From an optimization exercise on the open Yosys and OpenROAD flow, aimed at small area; shortcuts taken in it are not production practice. The RTL was checked by simulation tests, not by an equivalence proof against the original design. Power is estimated from default activity; no workload was simulated.

$ cat flow/constraint.sdc
create_clock -name core_clock -period 8.0 [get_ports {clk}]
set_input_delay 1.6000 -clock core_clock [delete_from_list [all_inputs] [get_ports {clk}]]
set_output_delay 1.6000 -clock core_clock [all_outputs]
set_load 0.01 [all_outputs]
$ cat flow/design.v
module reg_file_sb #(
  parameter int unsigned XLEN   = 32,
  parameter int unsigned NREGS  = 32,
  parameter int unsigned AW     = 5,
  parameter bit          BYPASS = 1'b1
) (
  input  logic            clk,
  input  logic            reset,
  input  logic [AW-1:0]   rs1_addr,
  input  logic [AW-1:0]   rs2_addr,
  output logic [XLEN-1:0] rs1_data,
  output logic [XLEN-1:0] rs2_data,
  output logic            rs1_busy,
  output logic            rs2_busy,
  input  logic            wb_en,
  input  logic [AW-1:0]   wb_addr,
  input  logic [XLEN-1:0] wb_data,
  input  logic            iss_en,
  input  logic [AW-1:0]   iss_addr,
  input  logic            flush,
  output logic            any_busy
);
  logic [XLEN-1:0]  regs_q [NREGS];
  logic [NREGS-1:0] busy_q;
  logic [NREGS-1:0] busy_d;
  logic wb_live;
  logic iss_live;
  assign wb_live  = wb_en && (wb_addr != '0);
  assign iss_live = iss_en && (iss_addr != '0);
  always_comb begin
    busy_d = busy_q;
    if (wb_live) begin
      busy_d[wb_addr] = 1'b0;
    end
    if (flush) begin
      busy_d = '0;
    end else if (iss_live) begin
      busy_d[iss_addr] = 1'b1;
    end
    busy_d[0] = 1'b0;
  end
  always_ff @(posedge clk or posedge reset) begin
    if (reset) begin
      for (int i = 0; i < NREGS; i++) regs_q[i] <= '0;
      busy_q <= '0;
    end else begin
      regs_q[0] <= '0;
      for (int i = 1; i < NREGS; i++) begin
        if (wb_live && (wb_addr == AW'(i))) regs_q[i] <= wb_data;
      end
      busy_q <= busy_d;
    end
  end
  always_comb begin
    rs1_data = regs_q[rs1_addr];
    rs1_busy = busy_q[rs1_addr];
    rs2_data = regs_q[rs2_addr];
    rs2_busy = busy_q[rs2_addr];
    if (BYPASS && wb_live && (wb_addr == rs1_addr)) begin
      rs1_data = wb_data;
      rs1_busy = iss_en && (iss_addr == rs1_addr);
    end
    if (BYPASS && wb_live && (wb_addr == rs2_addr)) begin
      rs2_data = wb_data;
      rs2_busy = iss_en && (iss_addr == rs2_addr);
    end
    if (rs1_addr == '0) begin
      rs1_data = '0;
      rs1_busy = 1'b0;
    end
    if (rs2_addr == '0) begin
      rs2_data = '0;
      rs2_busy = 1'b0;
    end
    if (reset) begin
      rs1_data = '0;
      rs1_busy = 1'b0;
      rs2_data = '0;
      rs2_busy = 1'b0;
    end
  end
  assign any_busy = (|busy_q) && !reset;
endmodule
$ cat flow/run.sh
#!/bin/bash
# synth_recipe.tcl (not shown) runs the flow's synth.tcl, then flattens the netlist and writes it again
# the make line also repeats each setting of config.mk as NAME=value (left out here)
make -C /OpenROAD-flow-scripts/flow DESIGN_CONFIG=/design/flow/config.mk WORK_HOME=/design/flow/orfs CLKGATE_MAP_FILE= SYNTH_SCRIPT=/design/flow/synth_recipe.tcl finish
$ cat flow/config.mk
export PLATFORM = sky130hd
export DESIGN_NAME = reg_file_sb
export DESIGN_NICKNAME = reg_file_sb
export VERILOG_FILES = /design/flow/design.v
export SDC_FILE = /design/flow/constraint.sdc
export NUM_CORES = 4
export LEC_CHECK = 0
export CAP_MARGIN = 20
export CORE_MARGIN = 2
export CORE_UTILIZATION = 40
export PLACE_DENSITY = 0.6
export SLEW_MARGIN = 20
==> summary.txt <==
[path summary, 6_finish.rpt]
kind	startpoint	end	slack [ps]	cells past startpoint
min in group asynchronous	reset	busy_q[28]	1330	2
hold / removal	regs_q[1][9]	regs_q[1][9]	520	1
setup / recovery	wb_addr[0]	rs1_data[10]	570	12
max in group asynchronous	reset	regs_q[1][15]	3500	5
hold reg to reg	regs_q[1][9]	regs_q[1][9]	520	1
setup reg to reg	regs_q[2][9]	regs_q[2][9]	7100	1
[per-stage QoR]
stage          hold slack (ps)  total power (µW)  worst slack [ps]   util  setup TNS [ps]
4_1_cts                    520             14500               637  0.463               0
3_3_place_gp               499              9180               745  0.434               0
6_report                   519             14600               573  0.464               0
3_5_place_dp               506              9240               650  0.435               0
2_1_floorplan              482              8250            -11640      -        -8644820
5_1_grt                    529             15000               445  0.464               0
[cell usage after synthesis (all sizes together) (16+ instances only)]
cell type / n
dfrtp: 1023
mux2: 999
a22oi: 518
buf: 276
nand2: 190
clkbuf: 170
o21ai: 168
a22o: 165
a221oi: 164
nand4: 151
nor2: 121
nand3: 107
a21oi: 104
nor4: 51
nor3: 39
a32oi: 22
xor2: 20
nor2b: 16
[area by class of cell]
type / count / area share
inverters: 12 / 0.000809
clock inverters: 39 / 0.00652
clock buffers: 166 / 0.0545
repair buffers: 373 / 0.0565
multi-input cells: 2998 / 0.420
diodes: 9 / 0.000374
flip-flops and latches: 1023 / 0.425
well taps: 1742 / 0.0362
[flip-flops by register name (all words and copies together) (netlist names)]
signal	flops
regs_q	992
busy_q	31
[logic make-up after synthesis]
family | count (synthesis) | share of synthesized area
AND/OR/NAND/NOR | 748 | 0.0746
multiplexers | 1024 | 0.222
adder cells (fa/ha/maj) | 10 | 0.00238
XOR/XNOR | 29 | 0.00484
buffers and inverters | 458 | 0.0424
flip-flops | 1023 | 0.487
AO/OA/AOI/OAI | 1187 | 0.166
[worst max-delay path, cell delays in order]
cell and delay [ps]:
sky130_fd_sc_hd__clkdlybuf4s50_1 610, sky130_fd_sc_hd__inv_1 190, sky130_fd_sc_hd__ha_1 320, sky130_fd_sc_hd__nor3b_1 300
sky130_fd_sc_hd__ha_1 220, sky130_fd_sc_hd__nor2b_1 110, sky130_fd_sc_hd__nand3_1 170, sky130_fd_sc_hd__nor2b_4 580
sky130_fd_sc_hd__buf_4 380, sky130_fd_sc_hd__o21ai_0 160, sky130_fd_sc_hd__o21ai_1 430, sky130_fd_sc_hd__clkdlybuf4s50_1 680
[power breakdown]
part           total, µW  internal [µW]  switching, µW
Clock               5330           3000           2330
Combinational       2120           1060           1060
Sequential          7180           6160           1020
[routing by layer]
layer	share of wire	wire, µm	GRT usage
met1	0.37	99100	0.496
met2	0.40	107000	0.533
met4	0.084	22200	0.263
met3	0.14	37300	0.144
met5	0.0014	376	0.0103
==> results.cfg <==
[floorplan]
initial_utilization = 0.404
die-width_um = 366
die_h_um = 366
placement_rows = 132
dieArea_um2 = 134000
io_pins = 124
placeableCoreArea_um2 = 130000

[cells_and_area]
final_design_area_no_fill_um2 = 60300
multi_input_gate_area_in_the_final_layout_um2 = 25300
fill_cells = 11900
layout-drive-gt1-share = 0.342
synthToLayoutAreaGrowth_pct = 14.8
seqCellArea_um2 = 25600
most_common_cell_after_layout_fill_and_taps_aside = sky130_fd_sc_hd__dfrtp_1
final_cell_mix = sky130_fd_sc_hd__dfrtp_1 (1023), sky130_fd_sc_hd__mux2_2 (997), sky130_fd_sc_hd__a22oi_1 (518)
finish.net_count = 4587
stdcell_count = 6362

[sta]
fin_crit_sh = 0.928
setup_viol_count_final = 0
slew_headroom = 0.0890
final-hold-violation-count = 0
fin_crit_ps = 7430
clock.fmax_mhz = 135
grt_setup_unrepaired = no
slew_viol_final = 0
worst-slew-pin-transition_ps = 1360
maximum_clock_skew_at_final_layout_ps = 0

[route]
postRouteWirelength_um = 266000
route.detailed.wl_per_inst_um = 41.8
detailroute.via_count = 46900
drcViolationCount = 0
detailedRoute.firstPassIterationCount = 9
detail-route-antenna-nets = 0
vias_per_cell = 7.37
drt_iter0_drc = 9144

[synth]
postSynthNetCount = 4546
synth_enable_flop_cells = 0
synth-warning-count = 2
synth.area.top_cells = sky130_fd_sc_hd__dfrtp_1 (49%), sky130_fd_sc_hd__mux2_2 (21%), sky130_fd_sc_hd__a22oi_1 (7.4%)
synth_top_area_share = 0.487
synthDistinctLibCells = 68
syn-cell-area_um2 = 52500
synth_area_per_cell_um2 = 11.7
yosys_register_bits = 1023
synthDominantAreaCellType = sky130_fd_sc_hd__dfrtp_1
seq_area_frac_synth = 0.487
synth-main-ff-cell = sky130_fd_sc_hd__dfrtp_1
syn-instance-count = 4479
asyncSetResetFlopFracSynth = 1.00

[worst_setup_path]
critical_path_class = in -> out
worst_setup_path_start_kind = input port
crit_required_ps = 6400
crit_path_max_fanout = 12
setup.worst_path.end_class = output pin
critPathArrivalTime_ps = 5830

[clock_network]
clockBufferDepth = 3
htree_levels = 3
clock-root-buffer = sky130_fd_sc_hd__clkbuf_16
cts_buffers = 112
worst_skew_pair.late_latency_ps = 730
cts.sinks = 1023
ctsResizeCount = 0
clock_tree_from_tritoncts = built
number_of_buffers_inserted_to_repair_setup_after_cts = 0
worst_setup_hold_path_clk_slew_ps = 60
holdBufCountCts = 0

[global_routing]
antenna_found_initial = 22
gr_ovfl_total = 0
grt_pass1_wl_um = 366000
number_of_global_route_vias_before_repair = 44900
grt_start_max_net_pins = 173
grtUsageTotal = 0.385

[place]
detailed_place.area_um2 = 56500
hpwlAfterDp_um = 164000
gp_routability_congestion = 1.01
dp_cells = 6141
port-buffer-count = 123

[hold_path]
holdCritPathClass = reg -> reg

[status]
outcome = finished clean

[power_and_ir_drop]
power.ir.vdd_worst_v = 0.000168
power-per-cell-area_nw_per_um2 = 243
p_leak_uw = 0.0252

[job]
timing.max_cap.violations = 0

==> port drivers added, routing unchanged <==
No port has a modelled driver above. Below, the same layout with a new extraction and two added sets of constraints.
Step 1, drivers: a clkbuf_16 drives clk and a buf_2 each remaining input, both assumed.
Step 2 moves the port delays by t, midway between the first and last clock arrival at a register: inputs arrive t later, outputs are due t later. That takes back most of the time a late clock gives input paths.
Slacks: ideal ports / drivers / drivers and shift; pairs: ideal ports / drivers.
shift t [ns]: 0.847
slack for setup (ns): 0.573 / 0.443 / 0.443
worst setup path at the end: input to output
slew at the worst register clock pin (ns): 0.07 / 0.07
After both steps setup and hold are still met in this run. For this run, drivers alone change the setup slack by -0.130 ns; drivers and shift together by -0.130 ns.
